This design comes from an exercise in tuning for small area, a short achievable clock period and few clock cycles per item on the open sky130 flow, not from production work. At most, simulation tests tie the RTL to the original design; equivalence was not proved. No activity file was given, so power comes from the tool's default toggle rates.

// bitmap_table_with_find_first_unit
module bitmap_table_with_find_first_unit (
   input  logic        clock,
   input  logic        reset,
   input  logic        req_valid,
   output logic        req_ready,
   input  logic [2:0]  req_type,
   input  logic [9:0]  req_position,
   input  logic [7:0]  req_value,
   output logic        rsp_valid,
   input  logic        rsp_ready,
   output logic        rsp_bit_value,
   output logic        rsp_found,
   output logic [9:0]  rsp_found_position,
   output logic        rsp_all_equal,
   output logic        rsp_bad_position,
   input  logic        csr_psel,
   input  logic        csr_penable,
   input  logic        csr_pwrite,
   input  logic [2:0]  csr_paddr,
   input  logic [31:0] csr_pwdata,
   output logic [31:0] csr_prdata,
   output logic        csr_pready
);
Size: ~4500 cells after synthesis, ~110 I/O pins, about 58000 um^2 of cells after synthesis.
Settings: LEC_CHECK=0, CAP_MARGIN=30, CELL_PAD_IN_SITES_DETAIL_PLACEMENT=1, CELL_PAD_IN_SITES_GLOBAL_PLACEMENT=2, CORE_MARGIN=2, CORE_UTILIZATION=35, CTS_CLUSTER_DIAMETER=60, CTS_CLUSTER_SIZE=24, PLACE_DENSITY=0.45, SETUP_SLACK_MARGIN=3.5, SLEW_MARGIN=30; clock period 7.0 ns.
run.sh (not shown) runs the stock make flow with config.mk's settings and CLKGATE_MAP_FILE= SYNTH_SCRIPT=/design/flow/synth_recipe.tcl, a recipe that flattens the netlist after the stock synthesis.
The starting point ran to the end with no violations.
Testbench counts at the start, summed over its fixed seeds: cycles 6,432, requests 6,400.
Rerun with:
--- a/flow/config.mk
+++ b/flow/config.mk
@@ -12 +12 @@
-export CORE_UTILIZATION = 35
+export CORE_UTILIZATION = 50
@@ -15,2 +15,2 @@
-export PLACE_DENSITY = 0.45
-export SETUP_SLACK_MARGIN = 3.5
+export PLACE_DENSITY = 0.72
+export SETUP_SLACK_MARGIN = 3.75
After rerunning: The changed run completed with no timing, DRC or antenna violations; total power went down by about 4.7%; worst setup slack is worse by 0.0079 ns; synthesized area stays the same; count of clock-buffer cells in the layout went down by 33.
Rerun with:
--- a/flow/config.mk
+++ b/flow/config.mk
@@ -8 +8 @@
-export CAP_MARGIN = 30
+export CAP_MARGIN = 25
@@ -12,6 +12,6 @@
-export CORE_UTILIZATION = 50
-export CTS_CLUSTER_DIAMETER = 60
-export CTS_CLUSTER_SIZE = 24
-export PLACE_DENSITY = 0.72
-export SETUP_SLACK_MARGIN = 3.75
-export SLEW_MARGIN = 30
+export CORE_UTILIZATION = 45
+export CTS_CLUSTER_DIAMETER = 80
+export CTS_CLUSTER_SIZE = 30
+export PLACE_DENSITY = 0.65
+export SETUP_SLACK_MARGIN = 3.5
+export SLEW_MARGIN = 25
Outcome:
- register-to-register slack is worse by 0.12 ns
- power goes down by 9.0%
- design area fell by 4.1%
- setup slack got worse by 0.12 ns
- area after synthesis is unchanged
- core utilization fell by 8.2 points
Rerun with:
--- a/flow/config.mk
+++ b/flow/config.mk
@@ -8 +8 @@
-export CAP_MARGIN = 25
+export CAP_MARGIN = 30
@@ -17 +17 @@
-export SLEW_MARGIN = 25
+export SLEW_MARGIN = 30
Effect: The changed run went through all stages and came out clean. Core utilization stays flat. Final cell count is unchanged. Register-to-register slack is better by 0.06 ns. Via count climbs slightly. Synthesized area is unchanged. Die area is unchanged.
Rerun with:
--- a/flow/config.mk
+++ b/flow/config.mk
@@ -12,4 +12,4 @@
-export CORE_UTILIZATION = 45
-export CTS_CLUSTER_DIAMETER = 80
-export CTS_CLUSTER_SIZE = 30
-export PLACE_DENSITY = 0.65
+export CORE_UTILIZATION = 40
+export CTS_CLUSTER_DIAMETER = 60
+export CTS_CLUSTER_SIZE = 24
+export PLACE_DENSITY = 0.55
=>
- The new run finished clean
- worst setup slack gains 0.057 ns
- worst hold slack gets worse by 0.014 ns
- first-iteration DRC count went down by 11%
- sequential power hardly moves
- routed wire length went up by about 2.8%
- cell count rose by about 4.5%
- die area rose by about 12%
Rerun with:
--- a/flow/config.mk
+++ b/flow/config.mk
@@ -12 +12 @@
-export CORE_UTILIZATION = 40
+export CORE_UTILIZATION = 45
@@ -15,2 +15,2 @@
-export PLACE_DENSITY = 0.55
-export SETUP_SLACK_MARGIN = 3.5
+export PLACE_DENSITY = 0.65
+export SETUP_SLACK_MARGIN = 3.75
Outcome: Via count goes up by a few percent. Synthesized area is unchanged. Hold slack barely changes. Total power goes down by a few percent. Routed wire length goes down slightly. Combinational power goes up by a few percent.


bitmap_table_with_find_first_unit, a different RTL version from the one above (not shown whole).
Size in the first run: about 1,300 flip-flops, about 60,000 sq um of cells after synthesis.
==> flow/config.mk <==
export PLATFORM = sky130hd
export DESIGN_NAME = bitmap_table_with_find_first_unit
export DESIGN_NICKNAME = bitmap_table_with_find_first_unit
export VERILOG_FILES = /design/flow/design.v
export SDC_FILE = /design/flow/constraint.sdc
export NUM_CORES = 4
export LEC_CHECK = 0
export CAP_MARGIN = 30
export CELL_PAD_IN_SITES_DETAIL_PLACEMENT = 1
export CELL_PAD_IN_SITES_GLOBAL_PLACEMENT = 2
export CORE_MARGIN = 2
export CORE_UTILIZATION = 35
export CTS_BUF_LIST = sky130_fd_sc_hd__clkbuf_8
export CTS_CLUSTER_DIAMETER = 50
export CTS_CLUSTER_SIZE = 16
export PLACE_DENSITY = 0.45
export SLEW_MARGIN = 30
==> flow/constraint.sdc <==
create_clock -name core_clock -period 7.0 [get_ports {clock}]
set_input_delay 1.4000 -clock core_clock [delete_from_list [all_inputs] [get_ports {clock}]]
set_output_delay 1.4000 -clock core_clock [all_outputs]
set_load 0.01 [all_outputs]
==> next run, changes <==
CTS_BUF_LIST = default   (was sky130_fd_sc_hd__clkbuf_8)
CTS_CLUSTER_DIAMETER = default   (was 50)
CTS_CLUSTER_SIZE = default   (was 16)
SETUP_SLACK_MARGIN = 2.5   (was default)
After rerunning: Combinational power is higher by about 1%. Total power is higher by 8.8%. Fmax is higher by 30%. Cell count is higher by 0.44%. Count of clock-buffer cells in the layout is higher by 46.
Function was not checked in any run of this note: the RTL went through the layout flow alone.


bitmap_table_with_find_first_unit with an RTL version that a note above also has.
Size in the first run: roughly 4500 cells after synthesis, roughly 1400 flip-flops, about 0.058 mm^2 of cells after synthesis.
==> flow/design.v (excerpt) <==
module bitmap_table_with_find_first_unit (
   input  logic        clock,
   input  logic        reset,
   input  logic        req_valid,
   output logic        req_ready,
   input  logic [2:0]  req_type,
   input  logic [9:0]  req_position,
   input  logic [7:0]  req_value,
   output logic        rsp_valid,
   input  logic        rsp_ready,
   output logic        rsp_bit_value,
   output logic        rsp_found,
   output logic [9:0]  rsp_found_position,
   output logic        rsp_all_equal,
   output logic        rsp_bad_position,
   input  logic        csr_psel,
   input  logic        csr_penable,
   input  logic        csr_pwrite,
   input  logic [2:0]  csr_paddr,
   input  logic [31:0] csr_pwdata,
   output logic [31:0] csr_prdata,
   output logic        csr_pready
);
Settings: LEC_CHECK=0, CAP_MARGIN=30, CELL_PAD_IN_SITES_DETAIL_PLACEMENT=1, CELL_PAD_IN_SITES_GLOBAL_PLACEMENT=2, CORE_MARGIN=2, CORE_UTILIZATION=40, CTS_CLUSTER_DIAMETER=80, CTS_CLUSTER_SIZE=30, PLACE_DENSITY=0.55, SETUP_SLACK_MARGIN=3.75, SLEW_MARGIN=30; clock period 7.0 ns.
The baseline completed without violations.
Testbench counts at the start, summed over its fixed seeds: cycles 6,432, requests 6,400.
Rerun with:
- CORE_UTILIZATION: 40 -> 35
- CTS_CLUSTER_DIAMETER: 80 -> unset
- CTS_CLUSTER_SIZE: 30 -> unset
- PLACE_DENSITY: 0.55 -> 0.45
- SETUP_SLACK_MARGIN: 3.75 -> 3.5
=> Via count goes up slightly. Worst setup slack gets worse by 66 ps. Total power goes up by roughly a tenth. Hold slack gets worse by 18 ps. Die area goes up by about a fifth. Area after synthesis is unchanged. Global-route usage goes down by 3.2 points. Design area goes up by a few percent. Sequential power goes up slightly.

==> afterwards: timing with drivers on the ports <==
The results above use ideal ports. As a check the final layouts listed here were re-extracted and re-timed, cells and wires unchanged. Step 1 sets driving cells, clkbuf_16 on the clock port and buf_2 on the other inputs (assumed; they add their load-dependent delay and slew). Step 2 also shifts input and output timing later by t, the mid clock arrival at the registers, as if the neighbouring blocks saw the same clock. a / b / c = ideal / step 1 / step 2; a / b = the first two.
run | shift t [ns] | setup slack, ns | slew at the worst register clock pin (ns) | pins driven straight from the clock port
the first run of note 1 | 0.899 | 3.447 / 3.447 / 2.847 | 0.08 / 0.08 | 1
the second run of note 1 | 0.849 | 3.439 / 3.439 / 3.043 | 0.09 / 0.09 | 1
the third run of note 1 | 0.824 | 3.323 / 3.323 / 2.996 | 0.12 / 0.12 | 1
the fourth run of note 1 | 0.829 | 3.381 / 3.381 / 3.051 | 0.12 / 0.12 | 1
the fifth run of note 1 | 0.867 | 3.438 / 3.438 / 2.907 | 0.09 / 0.09 | 1
the sixth run of note 1 | 0.857 | 3.483 / 3.483 / 3.077 | 0.10 / 0.10 | 1
the first run of note 2 | 1.078 | 0.979 / 0.979 / 0.979 | 0.10 / 0.10 | 1
the second run of note 2 | 0.903 | 2.380 / 2.380 / 1.923 | 0.08 / 0.08 | 1
the first run of note 3 | 0.829 | 3.481 / 3.481 / 3.110 | 0.12 / 0.12 | 1
the second run of note 3 | 0.909 | 3.415 / 3.415 / 2.841 | 0.07 / 0.07 | 1
After both steps every run listed still meets setup and hold. The setup slack of the first run of note 1, which loses most, moves by 0.000 ns with the drivers and by -0.600 ns with both steps.
